This is an optimization exercise on Yosys and OpenROAD, whose aim is small area, a short achievable clock period and few clock cycles per item, not a production implementation.
RTL that was checked went through simulation tests only; none was proved equivalent to the original.
No activity file was given, so power comes from the tool's default toggle rates.

## cm_top
module cm_top #(
    parameter logic [31:0] RF_BADDR = 32'd0      
) (
    input  wire         clk,
    input  wire         rst_n,
    input  wire  [31:0] rf_addr,
    input  wire         rf_wr,
    input  wire  [31:0] rf_cfg,
    output logic [31:0] rf_sts,
    output logic        mem_ce,
    output logic        mem_we,
    output logic [31:0] mem_addr,
    output logic [7:0]  mem_wr_data,
    input  wire  [7:0]  mem_rd_data
);
clock: 5.0 ns
lec_check: 0
cap_margin: 20
core_margin: 2
core_utilization: 40
place_density: 0.6
setup_slack_margin: 2.72
slew_margin: 20
standard.sh (not shown) runs the stock make flow with config.mk's settings and CLKGATE_MAP_FILE= SYNTH_SCRIPT=/design/flow/synth_recipe.tcl, a recipe that flattens the netlist after the stock synthesis.
==> flow/flow/run.sh <==
#!/bin/bash
# Standard layout, with plain buffers (instead of delay buffers) on the ports
# and a clock tree without dummy loads.
export BUFFER_PORTS_ARGS="-buffer_cell sky130_fd_sc_hd__buf_2"
export CTS_ARGS="-sink_clustering_enable -repair_clock_nets -dont_use_dummy_load"
bash standard.sh > standard.log 2>&1
Testbench counts at the start, summed over its fixed seeds: cycles 15,065, ops 1,445.
Edit:
==> flow/flow/run.sh (replaced) <==
#!/bin/bash
# Standard layout, with plain buffers (instead of delay buffers) on the ports.
export BUFFER_PORTS_ARGS="-buffer_cell sky130_fd_sc_hd__buf_2"
bash standard.sh > standard.log 2>&1
- ABC_CLOCK_PERIOD_IN_PS: unset -> 1800
- SETUP_SLACK_MARGIN: 2.72 -> 2.65
Total power is higher by 7.3%.
Via count barely changes.
Synthesized cell count does not change.
Final cell count rose by 0.85%.
Count of clock-buffer cells in the layout came out higher by 18.
Routed wire length is about the same.
Register-to-register slack is better by 0.02 ns.
Non-clock buffer count is lower by 12.
Setup slack improves by 0.017 ns.
Final area went up by 0.38%.
Edit:
==> flow/flow/run.sh (replaced) <==
#!/bin/bash
# Standard layout, with plain buffers (instead of delay buffers) on the ports
# and power recovery (downsizing off the critical paths) after global routing.
export BUFFER_PORTS_ARGS="-buffer_cell sky130_fd_sc_hd__buf_2"
export RECOVER_POWER=100
bash standard.sh > standard.log 2>&1
- ABC_CLOCK_PERIOD_IN_PS: 1800 -> unset
After rerunning: Now the flow finished but failed the layout checks on capacitance limit, slew limit. Register-to-register slack loses 1.2 ns. Clock-buffer cell count stays the same. Synthesized cell count is unchanged. Global-route usage does not change. Total power hardly moves.
Edit:
==> flow/flow/run.sh (replaced) <==
#!/bin/bash
# Standard layout, with plain buffers (instead of delay buffers) on the ports.
export BUFFER_PORTS_ARGS="-buffer_cell sky130_fd_sc_hd__buf_2"
bash standard.sh > standard.log 2>&1
- GPL_TIMING_DRIVEN: unset -> 1
After rerunning:
- This time the run passed the timing, DRC and antenna checks
- global-route usage stays the same
- final area came out higher slightly
- hold slack stays flat
- routed wire length stays flat
- clock skew hardly moves
- critical path depth came out higher by 9
Edit:
==> flow/flow/run.sh (replaced) <==
#!/bin/bash
# Standard layout, with plain buffers (instead of delay buffers) on the ports
# and a clock tree without dummy loads.
export BUFFER_PORTS_ARGS="-buffer_cell sky130_fd_sc_hd__buf_2"
export CTS_ARGS="-sink_clustering_enable -repair_clock_nets -dont_use_dummy_load"
bash standard.sh > standard.log 2>&1
- GPL_TIMING_DRIVEN: 1 -> unset
- SETUP_SLACK_MARGIN: 2.65 -> 2.55
Outcome:
- The new run passed the timing, DRC and antenna checks
- fmax is lower by 2.3%
- worst hold slack barely changes
- total power falls by 5.9%
- design area decreases by 2.2%
- clock skew went up by 0.011 ns
- via count shrinks by 0.35%

* * *

Another version of the RTL of cm_top (not shown whole).
Size: ~1400 cells after synthesis, about 290 flip-flops, about 150 I/O pins, roughly 15000 µm² of cells after synthesis.
export LEC_CHECK = 0
export CAP_MARGIN = 20
export CORE_MARGIN = 2
export CORE_UTILIZATION = 35
export PLACE_DENSITY = 0.6
export SETUP_SLACK_MARGIN = 2.45
export SLEW_MARGIN = 20
create_clock -name core_clock -period 5.0 [get_ports {clk}]
==> flow/flow/run.sh <==
#!/bin/bash
# Standard layout, with plain buffers (instead of delay buffers) on the ports
# and a clock tree without dummy loads.
export BUFFER_PORTS_ARGS="-buffer_cell sky130_fd_sc_hd__buf_2"
export CTS_ARGS="-sink_clustering_enable -repair_clock_nets -dont_use_dummy_load"
bash standard.sh > standard.log 2>&1
Testbench counts at the start, summed over its fixed seeds: cycles 15,065, ops 1,445.
Next try:
--- a/flow/config.mk
+++ b/flow/config.mk
@@ -9,3 +9,3 @@
 export CORE_MARGIN = 2
-export CORE_UTILIZATION = 35
+export CORE_UTILIZATION = 45
 export PLACE_DENSITY = 0.6
=> Worst setup slack is worse by 70 ps. Clock skew is lower by 18 ps. Maximum frequency is lower by about 2.7%. Routed wire length hardly moves. Via count is higher by about 0.6%. First-iteration DRC count is higher by 8.3%. Sequential share of layout area is about the same.
Next try:
--- a/flow/config.mk
+++ b/flow/config.mk
@@ -9,3 +9,3 @@
 export CORE_MARGIN = 2
-export CORE_UTILIZATION = 45
+export CORE_UTILIZATION = 40
 export PLACE_DENSITY = 0.6
After rerunning: The new run passed the timing, DRC and antenna checks; final area stays flat; power hardly moves; synthesized cell count does not change; sequential cell count is unchanged; sequential power stays flat; final cell count climbs by a few percent; routed wire length barely changes; setup slack gets better by 33 ps; synthesized area stays the same.
Next try:
--- a/flow/config.mk
+++ b/flow/config.mk
@@ -11,3 +11,3 @@
 export PLACE_DENSITY = 0.6
-export SETUP_SLACK_MARGIN = 2.45
+export SETUP_SLACK_MARGIN = 2.65
 export SLEW_MARGIN = 20
=>
- via count came out higher by 6.1%
- fmax rises by 2.5%
- die area is unchanged
- design area rose by 6.0%
- area after synthesis stays the same
- combinational power grows by about 10%
- synthesized cell count stays the same
- power rises by 0.40%
- wire length grows by 9.9%
Next try:
--- a/flow/config.mk
+++ b/flow/config.mk
@@ -11,3 +11,3 @@
 export PLACE_DENSITY = 0.6
-export SETUP_SLACK_MARGIN = 2.65
+export SETUP_SLACK_MARGIN = 2.55
 export SLEW_MARGIN = 20
What happened: The new run completed with no timing, DRC or antenna violations. Cell count fell by 1.5%. Utilization decreases by 1.8 points. Clock power hardly moves. Worst setup slack got worse by 21 ps. Wire length shrinks by 4.7%. Global-route usage went down by 0.11 points. Synthesized area is unchanged. Register-to-register slack loses 20 ps. Via count fell by 3.1%.

* * *

Setup of run A:
Another version of the RTL of cm_top (not shown whole).
For scale: roughly 280 flip-flops, ~150 I/O pins, about 13,000 um2 of cells after synthesis.
==> flow/config.mk <==
export PLATFORM = sky130hd
export DESIGN_NAME = cm_top
export DESIGN_NICKNAME = cm_top
export VERILOG_FILES = /design/flow/design.v
export SDC_FILE = /design/flow/constraint.sdc
export NUM_CORES = 4
export LEC_CHECK = 0
export CAP_MARGIN = 20
export CORE_MARGIN = 2
export CORE_UTILIZATION = 35
export PLACE_DENSITY = 0.6
export SETUP_SLACK_MARGIN = 2.45
export SLEW_MARGIN = 20
==> flow/constraint.sdc <==
create_clock -name core_clock -period 5.0 [get_ports {clk}]
set_input_delay 1.0000 -clock core_clock [delete_from_list [all_inputs] [get_ports {clk}]]
set_output_delay 1.0000 -clock core_clock [all_outputs]
set_load 0.01 [all_outputs]
Scripts as last shown in full above: flow/flow/run.sh
Run A finished end to end and its layout was clean on timing, DRC and antenna.
Testbench counts of run A, summed over its fixed seeds: cycles 15,449, ops 1,445.
--- input diff run A..run B ---
- swapping 2.45 for 2.6 in SETUP_SLACK_MARGIN
- swapping 35 for 40 in CORE_UTILIZATION
## What came out
- Run B -> run A: synthesized-area fraction occupied by adder cells delta 0, exact match
- Compared to run A, run B has fraction of area in registers 0.31 points lower.
- Diff run A -> run B: highest clock frequency the design can meet up about 2.8%; routed wire length up about 1.3%; insertion delay to the later sink of the worst-skew pair up 40 ps.
Changes in run C relative to run B:
- swapping 2.6 for 2.35 in SETUP_SLACK_MARGIN
==> comparison <==
- Summary of run C over run B: largest net degree at the start of global routing now sits lower; highest clock rate now sits lower.
- Diff run C..run B | synthesized cell count | unchanged
- Delta(total via count in the routed design, run C - run B) < 0
- On worst hold slack, run B and run C are basically level.
- Power density over the cells sits higher in run C than in run B.
- According to the power report, total power for run C is higher than for run B.
- Wire length on met1: run C vs run B down 530 um
- When run C is measured against run B, its post-detailed-placement cell area turns out 0.70% lower.
- Run C vs run B: wire length down by a few percent
Here is what was changed in the inputs of run D compared with run C.
- SETUP_SLACK_MARGIN: 2.35 -> 2.45
==> flow/flow/run.sh <==
#!/bin/bash
# Standard layout, with plain buffers (instead of delay buffers) on the ports
# and a clock tree of small buffers without dummy loads.
export BUFFER_PORTS_ARGS="-buffer_cell sky130_fd_sc_hd__buf_2"
export CTS_ARGS="-sink_clustering_enable -repair_clock_nets -dont_use_dummy_load -buf_list {sky130_fd_sc_hd__clkbuf_4 sky130_fd_sc_hd__clkbuf_8}"
bash standard.sh > standard.log 2>&1
Notes after the runs:
- Sum of internal, switching and leakage power (higher): run C
- Looking at run C and run D, the relative area change from synthesis to final layout is a wash.
- Final cycle utilization of the critical path | run D below run C
- Run D against run C: sequential share of layout area about even; count of clock-buffer cells in the layout rose 44%; total non-filler cell area in the finished layout about even; via count rose 99.
- All-layer global routing usage was higher in the run labelled run C.
#### Input delta (run E over run D)
- PLACE_DENSITY: 0.6 -> 0.55
==> flow/flow/run.sh <==
#!/bin/bash
# Standard layout, with plain buffers (instead of delay buffers) on the ports
# and a clock tree without dummy loads.
export BUFFER_PORTS_ARGS="-buffer_cell sky130_fd_sc_hd__buf_2"
export CTS_ARGS="-sink_clustering_enable -repair_clock_nets -dont_use_dummy_load"
bash standard.sh > standard.log 2>&1
==> run summary <==
On floorplan row count, run D tracks run E almost exactly. In run E, post-route minimum period is higher than in run D. Final worst hold slack across run E and run D: no real change. [compare] base=run D new=run E: estimated wirelength of the detail-placed design climbed 890 um; final critical-path share of the clock period climbed 0.58 points.

* * *

run 1:
Another version of the RTL of cm_top (not shown whole).
Size: roughly 1400 cells after synthesis, roughly 290 flip-flops, roughly 150 I/O pins, ~15000 um2 of cells after synthesis.
Settings: LEC_CHECK=0, ABC_CLOCK_PERIOD_IN_PS=2200, CAP_MARGIN=20, CORE_MARGIN=2, CORE_UTILIZATION=65, PLACE_DENSITY=0.75, SETUP_SLACK_MARGIN=2.8, SLEW_MARGIN=20, TNS_END_PERCENT=20; clock period 5.0 ns.
run.sh (not shown) runs the stock make flow with config.mk's settings and CLKGATE_MAP_FILE= SYNTH_SCRIPT=/design/flow/synth_recipe.tcl, a recipe that flattens the netlist after the stock synthesis.
Stock flow here: none of the scripts above is used.
Testbench counts of run 1, summed over its fixed seeds: cycles 15,193, ops 1,445.
Edits applied to the flow inputs when going from run 1 to run 2:
- PLACE_DENSITY now 0.65, was 0.75
- TNS_END_PERCENT no longer set, was 20
- SETUP_SLACK_MARGIN now 2.65, was 2.8
- CORE_UTILIZATION now 50, was 65
- ABC_CLOCK_PERIOD_IN_PS now 2400, was 2200
[summary]
Relative to run 1, the die area measured on run 2 has increased by more than a quarter.
Reported leakage power, run 1 and run 2: higher on run 2
Changes observed in run 2 relative to run 1: core utilization of the finished layout shrank by 16 points, detailed-routed wire length on met2 saw a decrease, worst hold slack moved down.
Startpoint-to-endpoint class of the critical path = input port to flip-flop: run 2; startpoint-to-endpoint class of the critical path = flip-flop to flip-flop: run 1
Run 1 consumes less power than run 2.
For run 3, these inputs were changed with respect to run 2:
- changing SETUP_SLACK_MARGIN from 2.65 to 2.5
- changing ABC_CLOCK_PERIOD_IN_PS from 2400 to 2500
- changing PLACE_DENSITY from 0.65 to 0.6
- changing CORE_UTILIZATION from 50 to 40
Findings:
- Run 2 ended up with sky130_fd_sc_hd__nor3_4 as its worst-path cell with the longest stage delay; run 3 ended up with sky130_fd_sc_hd__clkdlybuf4s50_1.
- Between run 3 and run 2, the total wirelength of the detailed-routed design is higher for run 2.
- The higher fraction of area in non-clock buffers of run 3 and run 2 is in run 2.
- The lower number of combinational gates with multiple inputs of run 3 and run 2 is in run 3.
- The run showing the greater transition time at the pin with the least slew margin is run 2.
- On post-detailed-placement cell area, run 3 and run 2 are neck and neck.

* * *

Setup of the previous run:
cm_top with an RTL version that a note above also has.
Size in the first run: ~290 flip-flops, about 150 I/O pins.
==> flow/config.mk <==
export PLATFORM = sky130hd
export DESIGN_NAME = cm_top
export DESIGN_NICKNAME = cm_top
export VERILOG_FILES = /design/flow/design.v
export SDC_FILE = /design/flow/constraint.sdc
export NUM_CORES = 4
export LEC_CHECK = 0
export CAP_MARGIN = 20
export CORE_MARGIN = 2
export CORE_UTILIZATION = 40
export PLACE_DENSITY = 0.6
export SETUP_SLACK_MARGIN = 2.35
export SLEW_MARGIN = 20
==> flow/constraint.sdc <==
create_clock -name core_clock -period 5.0 [get_ports {clk}]
set_input_delay 1.0000 -clock core_clock [delete_from_list [all_inputs] [get_ports {clk}]]
set_output_delay 1.0000 -clock core_clock [all_outputs]
set_load 0.01 [all_outputs]
standard.sh (not shown) runs the stock make flow with config.mk's settings and CLKGATE_MAP_FILE= SYNTH_SCRIPT=/design/flow/synth_recipe.tcl, a recipe that flattens the netlist after the stock synthesis.
==> flow/flow/run.sh <==
#!/bin/bash
# Standard layout, with plain buffers (instead of delay buffers) on the ports
# and a clock tree without dummy loads.
export BUFFER_PORTS_ARGS="-buffer_cell sky130_fd_sc_hd__buf_2"
export CTS_ARGS="-sink_clustering_enable -repair_clock_nets -dont_use_dummy_load"
bash standard.sh > standard.log 2>&1
The previous run has completed all stages; timing, DRC and antenna checks passed.
Testbench counts of the previous run, summed over its fixed seeds: cycles 15,065, ops 1,445.
Setup changes, the previous run to the current run
diff --git a/flow/config.mk b/flow/config.mk
--- a/flow/config.mk
+++ b/flow/config.mk
@@ -10,4 +10,4 @@
 export CORE_UTILIZATION = 40
-export PLACE_DENSITY = 0.6
-export SETUP_SLACK_MARGIN = 2.35
+export PLACE_DENSITY = 0.65
+export SETUP_SLACK_MARGIN = 2.45
 export SLEW_MARGIN = 20
### Flow results
The current run leaves less setup margin than the previous run. Delta (the current run minus the previous run): non-clock buffer count now larger; total length of routed wires now smaller; first-pass GRT wire length now smaller; later-pin clock latency in the skew report now smaller. When the current run is measured against the previous run, its clock group share of total power turns out 1.7 points higher. Delta (the current run minus the previous run): weighted congestion reported at the end of routability-driven placement up 0.71%; multi-input gate share of the layout cell area down 0.20 points. Between the current run and the previous run, the register share of total power is lower for the current run. Sequential share of layout area for the current run: 0.42 points down relative to the previous run.

* * *

The RTL this note starts from:
==> flow/design.v <==
`timescale 1ns/100ps
`default_nettype none
module cm_top #(
    parameter logic [31:0] RF_BADDR = 32'd0      
) (
    input  wire         clk,
    input  wire         rst_n,
    input  wire  [31:0] rf_addr,
    input  wire         rf_wr,
    input  wire  [31:0] rf_cfg,
    output logic [31:0] rf_sts,
    output logic        mem_ce,
    output logic        mem_we,
    output logic [31:0] mem_addr,
    output logic [7:0]  mem_wr_data,
    input  wire  [7:0]  mem_rd_data
);
    logic sel_op1, sel_op2, sel_res, sel_nop, sel_start, sel_sts;
    logic [31:0] rf_q;
    assign sel_sts   = rf_wr & (rf_addr == RF_BADDR + 32'd5);
    always_ff @(posedge clk or negedge rst_n) begin
        if (!rst_n) begin
            sel_op1   <= 1'b0;
            sel_op2   <= 1'b0;
            sel_res   <= 1'b0;
            sel_nop   <= 1'b0;
            sel_start <= 1'b0;
        end else begin
            sel_op1   <= rf_wr & (rf_addr == RF_BADDR + 32'd0);
            sel_op2   <= rf_wr & (rf_addr == RF_BADDR + 32'd1);
            sel_res   <= rf_wr & (rf_addr == RF_BADDR + 32'd2);
            sel_nop   <= rf_wr & (rf_addr == RF_BADDR + 32'd3);
            sel_start <= rf_wr & (rf_addr == RF_BADDR + 32'd4);
        end
    end
    always_ff @(posedge clk)
        rf_q <= rf_cfg;
    logic        running;        
    logic        done_q;         
    logic [10:1] s;              
    logic        first;          
    logic        last;           
    logic        cv;             
    logic        rot;            
    logic        rz;             
    logic [31:0] rd_cnt;        
    logic [31:0] nop_q;
    logic        go, pend, finish;
    logic        r_n, f_n, l_n;
    logic [10:1] s_n;
    assign go     = sel_start & rf_q[0] & ~running;
    assign pend   = first ? s[6] : s[10];                      
    assign finish = last & s[10];
    always_comb begin
        r_n = running;
        f_n = first;
        l_n = last;
        s_n = 10'd1;
        if (!running) begin
            if (go) begin
                r_n = 1'b1;
                f_n = 1'b1;
                l_n = 1'b0;
            end
        end else if (finish) begin
            r_n = 1'b0;
        end else if (pend) begin
            f_n = 1'b0;
            l_n = rz;
        end else begin
            s_n = {s[9:1], 1'b0};
        end
    end
    always_ff @(posedge clk or negedge rst_n) begin
        if (!rst_n) begin
            running <= 1'b0;
            done_q  <= 1'b0;
            s       <= 10'd1;
            first   <= 1'b0;
            last    <= 1'b0;
            cv      <= 1'b0;
            rot     <= 1'b0;
            mem_ce  <= 1'b0;
            mem_we  <= 1'b0;
        end else begin
            if (sel_sts)
                done_q <= 1'b0;
            else if (running && finish)
                done_q <= 1'b1;
            running <= r_n;
            first   <= f_n;
            last    <= l_n;
            s       <= s_n;
            if (!running)
                cv <= 1'b0;
            else if (pend)
                cv <= ~last;
            rot     <= running & (s[1] | s[3] | (first ? s[5] : s[9]));
            mem_ce  <= r_n & ((|s_n[4:1]) ? ~l_n : ~f_n);
            mem_we  <= ~(|s_n[4:1]);
        end
    end
    always_ff @(posedge clk) begin
        if (sel_nop)
            nop_q <= rf_q;
        if (!running)
            rd_cnt <= 32'd0;
        else if (s[1] && !last)
            rd_cnt <= rd_cnt + 32'd1;
        rz <= (rd_cnt == nop_q);
    end
    assign rf_sts = {31'd0, done_q};
    logic [31:0] b_p, c_p, inc;
    assign inc = mem_addr + {31'd0, mem_ce};
    always_ff @(posedge clk or negedge rst_n) begin
        if (!rst_n) begin
            mem_addr <= 32'd0;
            b_p      <= 32'd0;
            c_p      <= 32'd0;
        end else begin
            if (sel_op1)
                mem_addr <= rf_q;
            else if (rot)
                mem_addr <= b_p;
            else
                mem_addr <= inc;
            if (sel_op2)
                b_p <= rf_q;
            else if (rot)
                b_p <= c_p;
            if (sel_res)
                c_p <= rf_q;
            else if (rot)
                c_p <= inc;
        end
    end
    logic [7:0] s_q, x1, y1, x2r, y2r, x2n, y2n;
    assign x2n = s[4] ? {mem_rd_data[5:0], mem_rd_data[7:6]} : {x2r[1:0], x2r[7:2]};
    assign y2n = s[5] ? mem_rd_data : {y2r[1:0], y2r[7:2]};
    always_ff @(posedge clk) begin
        s_q <= mem_rd_data;                                       
        if (s[3]) begin
            x1 <= s_q;
            y1 <= mem_rd_data;
        end
        x2r <= x2n;
        y2r <= y2n;
    end
    function automatic logic [2:0] bdec(input logic [2:0] w);
        bdec = {w[2],
                (w[2] & ~w[1] & ~w[0]) | (~w[2] & w[1] & w[0]),
                w[1] ^ w[0]};
    endfunction
    function automatic logic [11:0] bterm(input logic [7:0] m, input logic [2:0] d, input logic inv);
        logic        neg;
        logic [10:0] mag;
        neg = d[2] ^ inv;
        mag = d[0] ? {{3{m[7]}}, m} : (d[1] ? {{2{m[7]}}, m, 1'b0} : 11'd0);
        bterm = {neg, mag ^ {11{neg}}};
    endfunction
    logic       m0;                  
    logic [2:0] dx, dy;              
    assign m0 = first ? s[5] : s[9];
    always_ff @(posedge clk) begin
        dx <= bdec({x2n[1:0], x2n[7] & ~m0});
        dy <= bdec({y2n[1:0], y2n[7] & ~m0});
    end
    logic [11:0] ta, tb, tc, td;
    logic [10:0] abx, aby;
    logic        cbx, cby;
    assign ta = bterm(x1, dx, 1'b0);
    assign tb = bterm(y1, dy, 1'b1);
    assign tc = bterm(x1, dy, 1'b0);
    assign td = bterm(y1, dx, 1'b0);
    always_ff @(posedge clk) begin
        abx <= ta[10:0] + tb[10:0] + {10'd0, ta[11]};
        cbx <= tb[11];
        aby <= tc[10:0] + td[10:0] + {10'd0, tc[11]};
        cby <= td[11];
    end
    logic        itp;
    logic [8:0]  px, py;
    logic [7:0]  lx, ly;
    logic [10:0] tx, ty;
    assign itp  = cv & (|s[4:1]);
    assign tx   = {{2{px[8]}}, px} + abx + {10'd0, cbx};
    assign ty   = {{2{py[8]}}, py} + aby + {10'd0, cby};
    always_ff @(posedge clk) begin
        if (itp) begin
            px <= tx[10:2];
            py <= ty[10:2];
            lx <= {tx[1:0], lx[7:2]};
            ly <= {ty[1:0], ly[7:2]};
        end else if (pend) begin
            px <= 9'd0;
            py <= 9'd0;
        end
    end
    always_ff @(posedge clk) begin
        if (s[4])
            mem_wr_data <= {ty[1:0], ly[7:2]};
        else if (s[5])
            mem_wr_data <= py[7:0];
        else if (s[6])
            mem_wr_data <= {8{py[8]}};
        else if (s[7])
            mem_wr_data <= lx;
        else if (s[8])
            mem_wr_data <= px[7:0];
        else if (s[9])
            mem_wr_data <= {8{px[8]}};
    end
endmodule
`default_nettype wire
==> flow/config.mk <==
export PLATFORM = sky130hd
export DESIGN_NAME = cm_top
export DESIGN_NICKNAME = cm_top
export VERILOG_FILES = /design/flow/design.v
export SDC_FILE = /design/flow/constraint.sdc
export NUM_CORES = 4
export LEC_CHECK = 0
export ABC_CLOCK_PERIOD_IN_PS = 2100
export CAP_MARGIN = 20
export CORE_MARGIN = 2
export CORE_UTILIZATION = 40
export PLACE_DENSITY = 0.6
export SETUP_SLACK_MARGIN = 2.9
export SLEW_MARGIN = 20
==> flow/constraint.sdc <==
create_clock -name core_clock -period 5.0 [get_ports {clk}]
set_input_delay 1.0000 -clock core_clock [delete_from_list [all_inputs] [get_ports {clk}]]
set_output_delay 1.0000 -clock core_clock [all_outputs]
set_load 0.01 [all_outputs]
==> flow/flow/run.sh <==
#!/bin/bash
# Standard layout, with plain buffers (instead of delay buffers) on the ports.
export BUFFER_PORTS_ARGS="-buffer_cell sky130_fd_sc_hd__buf_2"
bash standard.sh > standard.log 2>&1
The first run finished with timing, DRC and antenna clean.
==> next run, changes <==
Settings changed: ABC_CLOCK_PERIOD_IN_PS 2100 to 2400, SETUP_SLACK_MARGIN 2.9 to 2.65.
Final cell count drops by 3.7%.
Total power climbs by 2.8%.
Synthesized cell count stays the same.
Setup slack is worse by 32 ps.
Area after synthesis stays the same.
Combinational power drops by about 1%.
Wire length drops by 4.1%.
Via count drops by 3.1%.
No run of this note included a check of the RTL's function; only the layout flow was run.

==> static timing again, ports no longer ideal <==
How much do the figures lean on ideal ports? The routed layouts below were timed once more, with nothing changed but the port constraints.
Step 1, drivers: a clkbuf_16 drives clk and a buf_2 each remaining input, both assumed.
Step 2 moves the port delays by t, midway between the first and last clock arrival at a register: inputs arrive t later, outputs are due t later. That takes back most of the time a late clock gives input paths.
a / b / c = no drivers / after step 1 / after step 2; a / b = the first two.
| run | shift t [ns] | slack for setup (ns) | worst setup path after step 2 | worst data-port slew with drivers (ns) |
|---|---|---|---|---|
| the first run of note 1 | 0.560 | 2.612 / 2.612 / 2.612 | register to register | 0.05 |
| the second run of note 1 | 0.567 | 2.629 / 2.629 / 2.625 | input to register | 0.04 |
| the third run of note 1 | 0.568 | 1.455 / 1.455 / 1.328 | input, reset recovery | 0.04 |
| the fourth run of note 1 | 0.567 | 2.629 / 2.629 / 2.625 | input to register | 0.04 |
| the fifth run of note 1 | 0.561 | 2.573 / 2.573 / 2.573 | register to register | 0.06 |
| the first run of note 2 | 0.542 | 2.533 / 2.533 / 2.038 | input to register | 0.13 |
| the second run of note 2 | 0.537 | 2.463 / 2.463 / 1.999 | input to register | 0.08 |
| the third run of note 2 | 0.538 | 2.496 / 2.523 / 1.985 | input to register | 0.12 |
| the fourth run of note 2 | 0.540 | 2.558 / 2.558 / 2.114 | input to register | 0.09 |
| the fifth run of note 2 | 0.550 | 2.537 / 2.537 / 2.132 | input to register | 0.09 |
| run A | 0.564 | 2.476 / 2.476 / 2.013 | input to register | 0.09 |
| run B | 0.591 | 2.544 / 2.544 / 2.136 | input to register | 0.04 |
| run C | 0.536 | 2.427 / 2.457 / 1.921 | input to register | 0.05 |
| run D | 0.584 | 2.541 / 2.559 / 1.981 | input to register | 0.05 |
| run E | 0.597 | 2.512 / 2.534 / 1.944 | input to register | 0.08 |
| run 1 | 0.605 | 2.457 / 2.457 / 2.065 | input to register | 0.06 |
| run 2 | 0.605 | 2.534 / 2.555 / 1.950 | input to register | 0.06 |
| run 3 | 0.565 | 2.534 / 2.477 / 1.999 | input to register | 0.07 |
| the previous run | 0.587 | 2.425 / 2.440 / 1.853 | input to register | 0.09 |
| the current run | 0.538 | 2.410 / 2.410 / 2.007 | input to register | 0.11 |
| the first run of note 6 | 0.577 | 2.615 / 2.615 / 2.607 | input to register | 0.08 |
| the second run of note 6 | 0.591 | 2.583 / 2.583 / 2.564 | input to register | 0.08 |
The setup slack of run 2, which loses most, moves by +0.021 ns with the drivers and by -0.584 ns with both steps. Setup slack includes reset recovery checks.
